This is an optimization exercise on Yosys and OpenROAD, whose aim is small area, a short achievable clock period and few clock cycles per item, not a production implementation.
Function was checked by simulation only, so behaviour that the tests miss may differ from the original.

Setup of run 1:
Design barometer_pressure_compensation_unit, start of the top module:
module barometer_pressure_compensation_unit (
    input  wire logic        clk,
    input  wire logic        rst_n,
    input  wire logic        s_tvalid,
    output logic             s_tready,
    input  wire logic [23:0] s_tdata,
    output logic             m_tvalid,
    input  wire logic        m_tready,
    output logic [23:0]      m_tdata,
    output logic [0:0]       m_tuser,
    input  wire logic        cfg_we,
    input  wire logic [bpc_pkg::CFG_ADDR_BITS-1:0] cfg_addr,
    input  wire logic [bpc_pkg::COEF_BITS-1:0]     cfg_wdata
);
Size in the first run: ~3000 cells after synthesis, ~74 I/O pins, about 0.029 mm2 of cells after synthesis.
export LEC_CHECK = 0
export ABC_AREA = 1
export CAP_MARGIN = 20
export CORE_MARGIN = 2
export CORE_UTILIZATION = 40
export CTS_BUF_LIST = sky130_fd_sc_hd__clkbuf_4
export SETUP_SLACK_MARGIN = 2.6
export SLEW_MARGIN = 20
create_clock -name core_clock -period 7.5 [get_ports {clk}]
standard.sh (not shown) runs the stock make flow with config.mk's settings and CLKGATE_MAP_FILE= SYNTH_SCRIPT=/design/flow/synth_recipe.tcl, a recipe that flattens the netlist after the stock synthesis.
==> flow/flow/run.sh <==
#!/bin/bash
# The standard layout, with one step added between synthesis and floorplan:
# polarity.py removes inverters around the full-adder cells of the synthesized
# netlist (a full adder complements both outputs when its three inputs are
# complemented, so each fa cell can take its inputs in whichever polarity needs
# fewer inverters), and gives each fa cell's latest-arriving input its carry
# input pin, the fastest of the three (the cell is symmetric in them). Registers, cells other than inverters and every other step
# are the standard flow's, except that the ports are buffered with buf_2 cells
# (BUFFER_PORTS_ARGS) rather than the slow delay-buffer cell the resizer picks.
set -euo pipefail
res=orfs/results/${FLOW_PLATFORM}/barometer_pressure_compensation_unit/base
bash standard.sh synth > standard_synth.log 2>&1
cp "$res/1_2_yosys.v" synth_netlist.v
python3 flow/polarity.py synth_netlist.v "$res/1_2_yosys.v" > polarity.log 2>&1
touch "$res/1_2_yosys.v"
bash standard.sh "BUFFER_PORTS_ARGS=-buffer_cell sky130_fd_sc_hd__buf_2" finish > standard_finish.log 2>&1
Other scripts of this flow, unchanged in this note and not shown: flow/flow/polarity.py
Run 1 completed; timing, DRC and antenna clean
Testbench counts of run 1, summed over its fixed seeds: cycles 12,032, items 12,000.
> inputs changed (run 1 -> run 2)
Settings: swapping 2.6 for 2.2 in SETUP_SLACK_MARGIN; clearing CTS_BUF_LIST, which used to be sky130_fd_sc_hd__clkbuf_4.
Findings:
Delta (run 2 minus run 1): final cell area excluding filler cells decreased about 5%, y dimension of the die essentially unchanged, post-layout minimum cycle time increased 0.30 ns. Run comparison: run 2 first element of the critical path x2_reg[9]$_DFFE_PP_; run 1 first element of the critical path p2_reg[0]$_DFFE_PP_. The highest signal layer in the routed design comes out met4 in one run and met5 in the other, namely in run 2 and run 1 respectively. Setup slack was lower in run 2 than in run 1.
The following lists how run 3 was set up differently from run 2:
Settings: SETUP_SLACK_MARGIN changed from 2.2 to 2.8.
Findings:
Flip-flop and latch count: run 2 vs run 3 identical
Area used by sequential logic in the layout delta (run 2 -> run 3): insignificant
Shortest clock period the worst path allows after layout was lower in the run labelled run 3.
Looking at run 3 and run 2, the worst hold slack is a wash.
Changes observed in run 3 relative to run 2: via count went up 4.5%.
Taking run 2 as the reference point, the maximum fanout along the worst path of run 3 falls by 3.
Run 2 → run 3: amount of wire on met2 after detailed routing rose by 2400 um; final non-filler cell area shows an increase of 0.0030 mm2; multi-input combinational cell count barely changed.
Modified inputs, run 4 compared to run 3
Settings: CTS_BUF_LIST: unset -> sky130_fd_sc_hd__clkbuf_8; SETUP_SLACK_MARGIN: 2.8 -> 2.5.
[summary]
The lower share of the final layout cell area in multi-input gates came out of run 4. Run 4 against run 3: final clock period utilization by the worst path up 0.24 points.


== rev 12 ==
Starting RTL as in the previous note.
clock: 7.5 ns
lec_check: 0
abc_area: 1
cap_margin: 20
core_margin: 2
core_utilization: 40
cts_buf_list: sky130_fd_sc_hd__clkbuf_4
place_density: 0.5
setup_slack_margin: 2.5
slew_margin: 20
==> flow/flow/run.sh <==
#!/bin/bash
# The standard layout, with one step added between synthesis and floorplan.
# polarity.py rewrites the synthesized netlist without changing its function:
#  - a full adder complements both outputs when its three inputs are
#    complemented, so each fa cell takes its inputs in whichever polarity needs
#    fewer inverters; a half adder whose inputs are both wanted complemented
#    is rebuilt as an xor2 and a nor2 of those complements;
#  - each fa cell's latest-arriving input goes to its carry-input pin, the
#    fastest of the three (the cell is symmetric in them).
# Registers and every other step are the standard flow's, except that the
# ports are buffered with buf_2 cells (BUFFER_PORTS_ARGS) rather than the slow
# delay-buffer cell the resizer picks. Each tool's output is logged here.
set -euo pipefail
res=orfs/results/${FLOW_PLATFORM}/barometer_pressure_compensation_unit/base
bash standard.sh synth > standard_synth.log 2>&1
cp "$res/1_2_yosys.v" synth_netlist.v
python3 flow/polarity.py synth_netlist.v "$res/1_2_yosys.v" > polarity.log 2>&1
touch "$res/1_2_yosys.v"
bash standard.sh "BUFFER_PORTS_ARGS=-buffer_cell sky130_fd_sc_hd__buf_2" finish > standard_finish.log 2>&1
Other scripts of this flow, unchanged in this note and not shown: flow/flow/polarity.py
Testbench counts of rev 12, summed over its fixed seeds: cycles 12,032, items 12,000.
The inputs of rev 13 differ from those of rev 12 as listed below.
# rev 12
export LEC_CHECK = 0
export ABC_AREA = 1
export CAP_MARGIN = 20
export CORE_MARGIN = 2
export CORE_UTILIZATION = 40
export CTS_BUF_LIST = sky130_fd_sc_hd__clkbuf_4
export PLACE_DENSITY = 0.5
export SETUP_SLACK_MARGIN = 2.5
export SLEW_MARGIN = 20
create_clock -name core_clock -period 7.5 [get_ports {clk}]
# rev 13
export LEC_CHECK = 0
export ABC_AREA = 1
export CAP_MARGIN = 20
export CORE_MARGIN = 2
export CORE_UTILIZATION = 40
export CTS_BUF_LIST = sky130_fd_sc_hd__clkbuf_4
export GPL_ROUTABILITY_DRIVEN = 0
export SETUP_SLACK_MARGIN = 2.5
export SLEW_MARGIN = 20
create_clock -name core_clock -period 7.5 [get_ports {clk}]
==> summary.txt <==
Going from rev 12 to rev 13, final critical-path setup slack has increased; global-route usage has decreased; total placed cells including tap cells has remained practically unchanged. Comparing routed metal-1 wirelength for rev 13 and rev 12, the bigger number came from rev 12.


## old
Starting RTL as in the previous note.
Design barometer_pressure_compensation_unit, start of the top module:
module barometer_pressure_compensation_unit (
    input  wire logic        clk,
    input  wire logic        rst_n,
    input  wire logic        s_tvalid,
    output logic             s_tready,
    input  wire logic [23:0] s_tdata,
    output logic             m_tvalid,
    input  wire logic        m_tready,
    output logic [23:0]      m_tdata,
    output logic [0:0]       m_tuser,
    input  wire logic        cfg_we,
    input  wire logic [bpc_pkg::CFG_ADDR_BITS-1:0] cfg_addr,
    input  wire logic [bpc_pkg::COEF_BITS-1:0]     cfg_wdata
);
clock: 7.5 ns
lec_check: 0
abc_area: 1
cap_margin: 20
core_margin: 2
core_utilization: 40
cts_cluster_diameter: 60
cts_cluster_size: 30
setup_slack_margin: 2.5
slew_margin: 20
==> flow/flow/run.sh <==
#!/bin/bash
# The standard layout, with one step added between synthesis and floorplan:
# polarity.py removes inverters around the full-adder cells of the synthesized
# netlist (a full adder complements both outputs when its three inputs are
# complemented, so each fa cell can take its inputs in whichever polarity needs
# fewer inverters), and gives each fa cell's latest-arriving input its carry
# input pin, the fastest of the three (the cell is symmetric in them). Registers, cells other than inverters and every other step
# are the standard flow's, except that the ports are buffered with buf_2 cells
# (BUFFER_PORTS_ARGS) rather than the slow delay-buffer cell the resizer picks.
set -euo pipefail
res=orfs/results/${FLOW_PLATFORM}/barometer_pressure_compensation_unit/base
bash standard.sh synth > standard_synth.log 2>&1
cp "$res/1_2_yosys.v" synth_netlist.v
python3 flow/polarity.py synth_netlist.v "$res/1_2_yosys.v" > polarity.log 2>&1
touch "$res/1_2_yosys.v"
bash standard.sh "BUFFER_PORTS_ARGS=-buffer_cell sky130_fd_sc_hd__buf_2" finish > standard_finish.log 2>&1
Other scripts of this flow, unchanged in this note and not shown: flow/flow/polarity.py
Testbench counts of old, summed over its fixed seeds: cycles 12,032, items 12,000.
### old -> new
- a deleted CTS_CLUSTER_DIAMETER that had been 60
- an added CTS_BUF_LIST of sky130_fd_sc_hd__clkbuf_4
- an added GPL_TIMING_DRIVEN of 1
- a deleted CTS_CLUSTER_SIZE that had been 30
==> summary.txt <==
Compared to old, new has number of cells on the critical path 1 higher. Re total global routing track utilization: new and old aren't equal, and the lower value belongs to old. Looking at clock latency at the later pin of the worst-skew pair, new sits 250 ps above old. | global routing met2 resource utilization | lower: new |. Looking at worst slack on hold paths, new sits below old. Number of non-filler instances in the completed layout: lower on old. The TritonCTS buffer count in old is 0.35 times that in new.


barometer_pressure_compensation_unit again, from the RTL that the note above started with.
export LEC_CHECK = 0
export ABC_AREA = 1
export CAP_MARGIN = 20
export CORE_MARGIN = 2
export CORE_UTILIZATION = 40
export CTS_BUF_LIST = sky130_fd_sc_hd__clkbuf_4
export SETUP_SLACK_MARGIN = 2.4
export SLEW_MARGIN = 20
create_clock -name core_clock -period 7.5 [get_ports {clk}]
Scripts as last shown in full above: flow/flow/run.sh
Other scripts of this flow, unchanged in this note and not shown: flow/flow/polarity.py
Testbench counts at the start, summed over its fixed seeds: cycles 12,032, items 12,000.
Then changed:
- ABC_AREA: 1 -> default
- SETUP_SLACK_MARGIN: 2.4 -> 2.5
After rerunning: The changed run finished clean; area after synthesis goes up by 3.3%; wire length barely changes; die area is higher by 3.3%; count of clock-buffer cells in the layout came out lower by 16; final area rose by 5.8%.
Then changed:
- ABC_AREA: default -> 1
- CTS_BUF_LIST: sky130_fd_sc_hd__clkbuf_4 -> default
The new run completed without violations.
Utilization fell by 0.88 points.
Synthesized area fell by 3.2%.
Setup slack gains 0.21 ns.
Routed wire length barely changes.
Clock skew fell by 0.085 ns.
Critical path depth does not change.
Design area fell by 5.4%.
Sequential share of layout area rose by 1.4 points.
Global-route usage rose by 1.2 points.
Cell count rose by 2.7%.

[afterwards: timing with drivers on the ports]
No port has a modelled driver above. Below, the same layouts with a new extraction and two added sets of constraints. Step 1, drivers: a clkbuf_16 drives clk and a buf_2 each remaining input, both assumed. Step 2, shift: input delay + t, output delay - t, t = (earliest + latest rising clock arrival at the registers) / 2. This alone moves slack from input paths to output paths. a / b / c = ideal ports / drivers / drivers and shift; a / b = the first two.
run	t, ns	setup WS [ns]	worst hold slack (ns)	worst setup path after step 2	latest minus earliest clock arrival (ns)
run 1	0.883	2.636 / 2.636 / 2.636	0.412 / 0.412 / 0.412	register to register	0.118 / 0.117
run 2	0.621	2.334 / 2.334 / 2.334	0.414 / 0.414 / 0.414	register to register	0.045 / 0.045
run 3	0.601	2.628 / 2.628 / 2.628	0.411 / 0.411 / 0.411	register to register	0.023 / 0.023
run 4	0.695	2.610 / 2.610 / 2.610	0.402 / 0.402 / 0.402	register to register	0.069 / 0.070
rev 12	0.881	2.558 / 2.558 / 2.558	0.412 / 0.412 / 0.412	register to register	0.091 / 0.091
rev 13	0.915	2.620 / 2.620 / 2.620	0.405 / 0.405 / 0.405	register to register	0.090 / 0.090
old	0.641	2.594 / 2.594 / 2.594	0.418 / 0.418 / 0.418	register to register	0.020 / 0.020
new	0.868	2.632 / 2.632 / 2.632	0.402 / 0.402 / 0.402	register to register	0.086 / 0.086
the first run of note 4	0.886	2.484 / 2.484 / 2.484	0.401 / 0.401 / 0.401	register to register	0.121 / 0.120
the second run of note 4	0.904	2.368 / 2.368 / 2.368	0.416 / 0.416 / 0.416	register to register	0.119 / 0.119
the third run of note 4	0.617	2.574 / 2.574 / 2.574	0.407 / 0.407 / 0.407	register to register	0.033 / 0.033
After both steps every run listed still meets setup and hold.
